From an optimization exercise on the open Yosys and OpenROAD flow, aimed at small area, a short achievable clock period and few clock cycles per item; shortcuts taken in it are not production practice. Function was checked by simulation only, so behaviour that the tests miss may differ from the original. Power figures rest on the tool's default switching activity, not on a simulated workload.

$ cat flow/config.mk
export PLATFORM = sky130hd
export DESIGN_NAME = buddy_block_allocate_core
export DESIGN_NICKNAME = buddy_block_allocate_core
export VERILOG_FILES = /design/flow/design.v
export SDC_FILE = /design/flow/constraint.sdc
export NUM_CORES = 4
export LEC_CHECK = 0
export CAP_MARGIN = 20
export CORE_MARGIN = 2
export CORE_UTILIZATION = 40
export SLEW_MARGIN = 20
$ cat flow/constraint.sdc
create_clock -name core_clock -period 10.0 [get_ports {clk}]
set_input_delay 2.0000 -clock core_clock [delete_from_list [all_inputs] [get_ports {clk}]]
set_output_delay 2.0000 -clock core_clock [all_outputs]
set_load 0.01 [all_outputs]
$ cat flow/design.v
`timescale 1ns / 1ps
package bba_pkg;
	localparam int LEVELS      = 16;
	localparam int ADDR_BITS   = 32;
	localparam int STACK_DEPTH = 2;
	localparam int LVL_W  = $clog2(LEVELS);
	localparam int CNT_W  = $clog2(STACK_DEPTH + 1);
	localparam int SIDX_W = $clog2(STACK_DEPTH);
	localparam int SIZE_W     = 32;
	localparam int OFF_W      = 32;
	localparam int OUT_LVL_W  = 4;
	localparam int STATUS_W   = 2;
	localparam int MLOG2_W    = 5;
	localparam int TOP_W      = 4;
	localparam int CFG_IDX_W  = 2;
	localparam int CFG_DATA_W = 5;
	localparam int EXP_W      = 6;
	localparam logic [STATUS_W-1:0] ST_GRANT     = 2'd0;
	localparam logic [STATUS_W-1:0] ST_TOO_LARGE = 2'd1;
	localparam logic [STATUS_W-1:0] ST_NO_MEM    = 2'd2;
	localparam logic [CFG_IDX_W-1:0] REG_MIN_LOG2  = 2'd0;
	localparam logic [CFG_IDX_W-1:0] REG_TOP_LEVEL = 2'd1;
	localparam logic [MLOG2_W-1:0] MLOG2_RST = 5'd4;
	localparam logic [TOP_W-1:0]   TOP_RST   = 4'd10;
endpackage
`timescale 1ns / 1ps
import bba_pkg::*;
module bba_cell (
	input  logic                 clk,
	input  logic                 arst_n,
	input  logic [LVL_W-1:0]     lvl,
	input  logic [MLOG2_W-1:0]   min_log2,
	input  logic [SIZE_W-1:0]    size,
	input  logic                 ctrl_init,
	input  logic                 ctrl_is_top,
	input  logic                 ctrl_pop,
	input  logic                 ctrl_split_in,
	input  logic [ADDR_BITS-1:0] down_off,
	output logic [CNT_W-1:0]     count,
	output logic [ADDR_BITS-1:0] top_off,
	output logic                 fits
);
	logic [CNT_W-1:0]     cnt_q;
	logic [ADDR_BITS-1:0] ent_q [STACK_DEPTH];
	logic [EXP_W-1:0]     blk_exp;
	logic [SIZE_W-1:0]    size_m1;
	logic [ADDR_BITS-1:0] half;
	logic [CNT_W-1:0]     cnt_m1;
	logic [CNT_W-1:0]     cnt_p1;
	assign blk_exp = EXP_W'(min_log2) + EXP_W'(lvl);
	assign size_m1 = size - SIZE_W'(1);
	assign half    = ADDR_BITS'(1) << blk_exp;
	always_comb begin
		if (blk_exp >= EXP_W'(SIZE_W))
			fits = 1'b1;
		else
			fits = (size == '0) || ((size_m1 >> blk_exp) == '0);
	end
	assign cnt_m1  = cnt_q - CNT_W'(1);
	assign cnt_p1  = cnt_q + CNT_W'(1);
	assign count   = cnt_q;
	assign top_off = ent_q[cnt_m1[SIDX_W-1:0]];
	always_ff @(posedge clk or negedge arst_n) begin
		if (!arst_n) begin
			cnt_q <= '0;
		end else if (ctrl_init) begin
			cnt_q <= ctrl_is_top ? CNT_W'(1) : '0;
		end else if (ctrl_pop) begin
			cnt_q <= cnt_m1;
		end else if (ctrl_split_in) begin
			if (cnt_p1 < CNT_W'(STACK_DEPTH))
				cnt_q <= cnt_q + CNT_W'(2);
			else if (cnt_q < CNT_W'(STACK_DEPTH))
				cnt_q <= cnt_p1;
		end
	end
	always_ff @(posedge clk) begin
		if (ctrl_init) begin
			ent_q[0] <= '0;
		end else if (ctrl_split_in) begin
			if (cnt_q < CNT_W'(STACK_DEPTH))
				ent_q[cnt_q[SIDX_W-1:0]] <= down_off;
			if (cnt_p1 < CNT_W'(STACK_DEPTH))
				ent_q[cnt_p1[SIDX_W-1:0]] <= down_off + half;
		end
	end
endmodule
`timescale 1ns / 1ps
import bba_pkg::*;
module buddy_block_allocate_core (
	input  logic                  clk,
	input  logic                  arst_n,
	input  logic                  in_valid,
	output logic                  in_ready,
	input  logic [SIZE_W-1:0]     req_size,
	output logic                  out_valid,
	input  logic                  out_ready,
	output logic [STATUS_W-1:0]   status,
	output logic [OFF_W-1:0]      block_offset,
	output logic [OUT_LVL_W-1:0]  block_level,
	input  logic                  cfg_valid,
	output logic                  cfg_ready,
	input  logic [CFG_IDX_W-1:0]  cfg_index,
	input  logic [CFG_DATA_W-1:0] cfg_data
);
	localparam logic [2:0] S_IDLE  = 3'd0;
	localparam logic [2:0] S_FIT   = 3'd1;
	localparam logic [2:0] S_FIND  = 3'd2;
	localparam logic [2:0] S_SRC   = 3'd3;
	localparam logic [2:0] S_SPLIT = 3'd4;
	localparam logic [2:0] S_POP   = 3'd5;
	localparam logic [2:0] S_DONE  = 3'd6;
	logic [2:0]            state_q;
	logic                  init_q;
	logic [MLOG2_W-1:0]    mlog2_q;
	logic [TOP_W-1:0]      top_level_q;
	logic [LVL_W-1:0]      top_eff;
	logic [SIZE_W-1:0]     size_q;
	logic [LEVELS-1:0]     fits_q;
	logic [LEVELS-1:0]     fits_w;
	logic [CNT_W-1:0]      cnt_w     [LEVELS];
	logic [ADDR_BITS-1:0]  top_off_w [LEVELS];
	logic [LEVELS-1:0]     ctrl_init_w;
	logic [LEVELS-1:0]     ctrl_is_top_w;
	logic [LEVELS-1:0]     ctrl_pop_w;
	logic [LEVELS-1:0]     ctrl_split_w;
	logic [LVL_W-1:0]      want_q;
	logic [LVL_W-1:0]      cur_q;
	logic [LVL_W-1:0]      want_d;
	logic [LVL_W-1:0]      src_d;
	logic                  src_found;
	logic                  too_large;
	logic [STATUS_W-1:0]   res_status_q;
	logic [ADDR_BITS-1:0]  res_off_q;
	logic [LVL_W-1:0]      res_lvl_q;
	logic                  out_valid_q;
	logic [STATUS_W-1:0]   out_status_q;
	logic [OFF_W-1:0]      out_off_q;
	logic [OUT_LVL_W-1:0]  out_lvl_q;
	logic                  in_acc;
	logic                  cfg_acc;
	logic                  out_load;
	assign cfg_ready = (state_q == S_IDLE);
	assign in_ready  = (state_q == S_IDLE) && !init_q && !cfg_valid;
	assign in_acc    = in_valid && in_ready;
	assign cfg_acc   = cfg_valid && cfg_ready;
	assign out_load  = (state_q == S_DONE) && (!out_valid_q || out_ready);
	assign top_eff = (32'(top_level_q) > LEVELS - 1) ? LVL_W'(LEVELS - 1)
	                                                 : LVL_W'(top_level_q);
	always_ff @(posedge clk or negedge arst_n) begin
		if (!arst_n) begin
			mlog2_q     <= MLOG2_RST;
			top_level_q <= TOP_RST;
			init_q      <= 1'b1;
		end else begin
			init_q <= 1'b0;
			if (cfg_acc) begin
				unique case (cfg_index)
					REG_MIN_LOG2: begin
						mlog2_q <= cfg_data;
						init_q  <= 1'b1;
					end
					REG_TOP_LEVEL: begin
						top_level_q <= cfg_data[TOP_W-1:0];
						init_q      <= 1'b1;
					end
					default: ;
				endcase
			end
		end
	end
	for (genvar k = 0; k < LEVELS; k++) begin : g_cell
		logic [ADDR_BITS-1:0] down_w;
		logic                 split_w;
		if (k < LEVELS - 1) begin : g_mid
			assign down_w  = top_off_w[k+1];
			assign split_w = (state_q == S_SPLIT) && (cur_q == LVL_W'(k + 1));
		end else begin : g_end
			assign down_w  = '0;
			assign split_w = 1'b0;
		end
		assign ctrl_init_w[k]    = init_q;
		assign ctrl_is_top_w[k]  = (top_eff == LVL_W'(k));
		assign ctrl_pop_w[k]     = ((state_q == S_SPLIT) && (cur_q == LVL_W'(k))) ||
		                            ((state_q == S_POP) && (want_q == LVL_W'(k)) &&
		                             (cnt_w[k] != '0));
		assign ctrl_split_w[k] = split_w;
		bba_cell u_cell (
			.clk      (clk),
			.arst_n   (arst_n),
			.lvl      (LVL_W'(k)),
			.min_log2 (mlog2_q),
			.size     (size_q),
			.ctrl_init     (ctrl_init_w[k]),
			.ctrl_is_top   (ctrl_is_top_w[k]),
			.ctrl_pop      (ctrl_pop_w[k]),
			.ctrl_split_in (ctrl_split_w[k]),
			.down_off (down_w),
			.count    (cnt_w[k]),
			.top_off  (top_off_w[k]),
			.fits     (fits_w[k])
		);
	end
	always_comb begin
		want_d    = top_eff;
		too_large = !fits_q[top_eff];
		for (int k = LEVELS - 1; k >= 0; k--) begin
			if (fits_q[k] && (LVL_W'(k) <= top_eff))
				want_d = LVL_W'(k);
		end
	end
	always_comb begin
		src_d     = want_q;
		src_found = 1'b0;
		for (int k = LEVELS - 1; k >= 0; k--) begin
			if ((LVL_W'(k) >= want_q) && (LVL_W'(k) <= top_eff) && (cnt_w[k] != '0)) begin
				src_d     = LVL_W'(k);
				src_found = 1'b1;
			end
		end
	end
	always_ff @(posedge clk or negedge arst_n) begin
		if (!arst_n) begin
			state_q <= S_IDLE;
		end else begin
			unique case (state_q)
				S_IDLE:  if (in_acc) state_q <= S_FIT;
				S_FIT:   state_q <= S_FIND;
				S_FIND:  state_q <= too_large ? S_DONE : S_SRC;
				S_SRC: begin
					if (!src_found)
						state_q <= S_DONE;
					else if (src_d == want_q)
						state_q <= S_POP;
					else
						state_q <= S_SPLIT;
				end
				S_SPLIT: if ((cur_q - LVL_W'(1)) == want_q) state_q <= S_POP;
				S_POP:   state_q <= S_DONE;
				S_DONE:  if (out_load) state_q <= S_IDLE;
				default: state_q <= S_IDLE;
			endcase
		end
	end
	always_ff @(posedge clk) begin
		if (in_acc)
			size_q <= req_size;
		if (state_q == S_FIT)
			fits_q <= fits_w;
		if (state_q == S_FIND) begin
			want_q       <= want_d;
			res_status_q <= too_large ? ST_TOO_LARGE : ST_GRANT;
			res_off_q    <= '0;
			res_lvl_q    <= '0;
		end
		if (state_q == S_SRC) begin
			cur_q <= src_d;
			if (!src_found)
				res_status_q <= ST_NO_MEM;
		end
		if (state_q == S_SPLIT)
			cur_q <= cur_q - LVL_W'(1);
		if (state_q == S_POP) begin
			if (cnt_w[want_q] == '0) begin
				res_status_q <= ST_NO_MEM;
			end else begin
				res_status_q <= ST_GRANT;
				res_off_q    <= top_off_w[want_q];
				res_lvl_q    <= want_q;
			end
		end
	end
	always_ff @(posedge clk or negedge arst_n) begin
		if (!arst_n)
			out_valid_q <= 1'b0;
		else if (out_load)
			out_valid_q <= 1'b1;
		else if (out_ready)
			out_valid_q <= 1'b0;
	end
	always_ff @(posedge clk) begin
		if (out_load) begin
			out_status_q <= res_status_q;
			out_off_q    <= OFF_W'(res_off_q);
			out_lvl_q    <= OUT_LVL_W'(res_lvl_q);
		end
	end
	assign out_valid    = out_valid_q;
	assign status       = out_status_q;
	assign block_offset = out_off_q;
	assign block_level  = out_lvl_q;
endmodule
$ cat flow/run.sh
#!/bin/bash
# synth_recipe.tcl (not shown) runs the flow's synth.tcl, then flattens the netlist and writes it again
# the make line also repeats each setting of config.mk as NAME=value (left out here)
make -C /OpenROAD-flow-scripts/flow DESIGN_CONFIG=/design/flow/config.mk WORK_HOME=/design/flow/orfs CLKGATE_MAP_FILE= SYNTH_SCRIPT=/design/flow/synth_recipe.tcl finish
==> impl_results.md <==
* Critical path required time at 10.55 ns
* Dpl hpwl at 309.4 mm
* CTS root buf: clkbuf_16
* Most common cell after layout, fill and taps aside: nand2_1
* Final clock skew at 0.04024 ns
* Syn nets at 10100
* Final WL at 401.6 mm
* HP Class: reg2reg
* XOR/XNOR Fraction of Synth Area at 0.04505
* Startpoint Class: flip-flop
* #FFs+latches synth at 1138
* DR vias at 78460
* Status: complete, no violations
* CTS Sinks at 1138
* Syn Area/Cell at 8.969 µm²
* CTS-repair resized insts at 0
* Placer congestion estimate at 1.071
* CTS buffer count at 140
* Antenna violations before repair at 43
* I/O pin cnt at 85
* Predominant post-synthesis flop cell: edfxtp_1
* Synth Area in Compound Gates at 0.1774
* Comb pwr share at 0.496
* Relative max-transition margin at 0.1218
* Crit path DAT at 7.69 ns
* Most frequent cells in the layout: nand2_1 (1524), edfxtp_1 (1054), nor2_1 (957), o21ai_0 (898), ha_1 (502)
* Pint at 12.05 mW
* Fmax at 140.1 MHz
* IO buf count at 84
* Mapped Area at 0.08555 mm²
* Wire per inst at 32.27 µm
* CTS Hold Buffers Added at 0
* # fillers at 20510
* Final period util at 0.7138
* Area of the multi-input gates at 0.04944 mm²
* Synth Area in Simple Gates at 0.1758
* PnR Total Power at 22.97 mW
* RSZ-0062 raised after global routing: no
* Asr flop ratio synth at 0.04042
* Number of max-cap violations at 0
* Clk buf depth at 3
* Core box area at 0.2123 mm²
* Storage element area at 0.03359 mm²
* Sequential share of power at 0.273
* Worst Setup End Kind: flip-flop
* Sequential area share after synthesis at 0.3924
* Initial DRC count at 9933
* First-pass GRT wire length at 551.8 mm
* Fraction of layout cells with a size suffix above 1 at 0.1211
* Vias per cell at 6.304
* Rows at 169
* Worst Path Max Fanout at 60
* Drt drc at 0
* Largest net degree at the start of global routing at 74
* Lkg Pwr at 37.09 nW
* VDD IR max at 0.2627 mV
* Layout Cells excl Fill at 12450
* Die area at 0.2176 mm²
* Adder-cell share of the synthesized area at 0.07682
* Setup TNS at 0 ns
* H-tree lvl count at 4
* Pwr dens at 241.5 mW/mm²
* Post-synthesis mux area share at 0.09609
* Vias in the first global route at 72220
* Period minus WS final at 7.138 ns
* Synth warnings at 4
* Initial Utilization at 0.4030
* Sw Share at 0.4751
* Postcts setup bufs at 0
* Clock insertion delay at the later pin of the skew report at 0.86 ns
* Synth cell types at 99
* Inst Count DP at 12160
* Hold Vio Cnt, Final at 0
* CTS tree: built
* Die X at 466.5 µm
* Setup-failing EPs final at 0
* Critical path class: reg2reg
* TritonRoute pass-1 iters at 6
* Post-route ant nets at 0
* Die span in y at 466.5 µm
* Number of synthesized flops with an enable pin at 1054
* Clock transition at path regs at 0.06 ns
* GRT overflow at 0
* Nets at 10050
* Clock power share at 0.231
* Cells after Synth at 9538
* Max-slew violation count at 0
* Area grow syn2layout at 11.15%
* Switching pwr at 10.91 mW
* Main combinational cell family by area after synthesis: compound AO/OA/AOI/OAI gates
* Post-layout util at 0.4479
* Total Routing Usage GR at 0.3582
* Worst slew pin tran at 1.281 ns
critical path: stages, from the launching register on:
cell and delay [ns]:
dfrtp_2 0.51, buf_4 0.36, inv_1 0.13, buf_4 0.44, nand2_1 0.81, nor2_2 1.02, nand2_1 0.36, nor2_1 0.18
ha_1 0.30, o21a_1 0.12, o21ai_0 0.28, a21oi_1 0.13, o21a_1 0.18, a221o_1 0.37, a41o_1 0.30, o41ai_1 0.58
o221ai_1 0.21, a21oi_1 0.21, xnor2_1 0.15, o21ai_0 0.11
routing by layer:
| layer | GRT usage | up-vias | part of all wire |
|---|---|---|---|
| met3 | 0.1030 | 1027 | 0.11 |
| met2 | 0.5264 | 4484 | 0.42 |
| met5 | 0.001098 | - | 0.00031 |
| li1 | - | 34720 | - |
| met4 | 0.2577 | 18 | 0.084 |
| met1 | 0.4485 | 38210 | 0.38 |
cells by family (layout without fill, tap and decap cells):
kind of cell	count (synthesis)	after routing
simple gates	3455	3455
compound gates	2423	2423
flops	1138	1138
buf+inv	821	886
mux	744	744
fa+ha+maj	517	517
xor+xnor	440	440
other cells	0	21
per-stage QoR:
step                setup WS, ns  hold WS (ns)  area [µm²]
floorplan                  2.482        0.4080       85550
global route               2.745        0.4348       95040
detailed placement         3.265        0.4146       90310
CTS                        3.200        0.4284       94960
global placement           2.937        0.4154       90210
finish                     2.862        0.4297       95080
registers in the layout (all words and copies together), names as in the netlist:
name                 flops
g_cell.u_cell.ent_q    960
res_status_q             2
out_lvl_q                4
out_status_q             2
cur_q                    4
top_level_q              4
mlog2_q                  5
want_q                   4
g_cell.u_cell.cnt_q     32
fits_q                  16
out_valid_q              1
res_lvl_q                4
res_off_q               32
init_q                   1
state_q                  3
size_q                  32
out_off_q               32
layout make-up:
type	count	area share
clock inverters	84	0.009896
repair buffers	312	0.02761
diodes	21	0.0005527
multi-input cells	7579	0.5200
inverters	317	0.01251
well taps	2821	0.03712
flip-flops and latches	1138	0.3533
clock buffers	173	0.03902
cells in the mapped netlist (all sizes together), types with 69 or more instances:
cell type,number,area [µm²]
a21oi,473,2367
o21bai,73,548.0
nor4,69,437.9
xnor2,338,2960
nand2b,78,488.0
nor2,974,3656
a211oi,71,533.0
ha,502,6281
mux2,488,5495
edfxtp,1054,31650
a221oi,70,613.1
or3,69,436.7
nor3,191,955.9
xor2,102,893.4
mux2i,243,2432
nand2,1525,5724
clkbuf,444,1668
inv,315,1182
a21o,209,1569
o21ai,912,4564
nand3,206,1036
final timing paths:
path                            slack [ns]                                  endpoint  cells past startpoint                   start
worst max-delay path                  2.86  g_cell[13].u_cell.ent_q[1][31]$_DFFE_PP_                     19  mlog2_q[0]$_DFFE_PN0P_
worst min-delay path                  0.43                    out_off_q[4]$_DFFE_PP_                      0    res_off_q[4]$_DFF_P_
worst max register to register        2.86  g_cell[13].u_cell.ent_q[1][31]$_DFFE_PP_                     19  mlog2_q[0]$_DFFE_PN0P_
worst min register to register        0.43                    out_off_q[4]$_DFFE_PP_                      0    res_off_q[4]$_DFF_P_
max in group asynchronous             7.99     g_cell[3].u_cell.cnt_q[0]$_DFFE_PN0P_                      2                  arst_n
min in group asynchronous             1.33                   out_valid_q$_DFFE_PN0P_                      2                  arst_n
power groups by stage:
stage | registers (mW) | logic (mW) | clock network, mW
after global routing | 6.30 | 11.7 | 5.50
after floorplan | 6.16 | 6.47 | 0
final | 6.26 | 11.4 | 5.31
after global placement | 6.32 | 10.8 | 0
after detailed placement | 6.34 | 10.9 | 0
after CTS | 6.25 | 10.9 | 5.33
Testbench counts, summed over its fixed seeds: cycles 15,015, items 2,304.

## port drivers added, routing unchanged
In the flow no input, the clock included, has a driving cell. The finished layout below was timed again as built, in two steps. Step 1 (the two cells are an assumption about what drives the block):
set clk [get_ports {clk}]
set_driving_cell -lib_cell sky130_fd_sc_hd__clkbuf_16 $clk
set_driving_cell -lib_cell sky130_fd_sc_hd__buf_2 [delete_from_list [all_inputs] $clk]
Step 2, shift: input delay + t, output delay - t, t = (earliest + latest rising clock arrival at the registers) / 2. This alone moves slack from input paths to output paths. Three values: ideal, step 1, step 2; two values: the first two.
t (ns): 0.918
setup slack, ns: 2.862 / 2.862 / 2.862
hold slack, ns: 0.430 / 0.430 / 0.430
latest minus earliest clock arrival (ns): 0.042 / 0.042
After both steps this run still meets setup and hold. For this run, drivers alone change the setup slack by 0.000 ns; drivers and shift together by 0.000 ns.
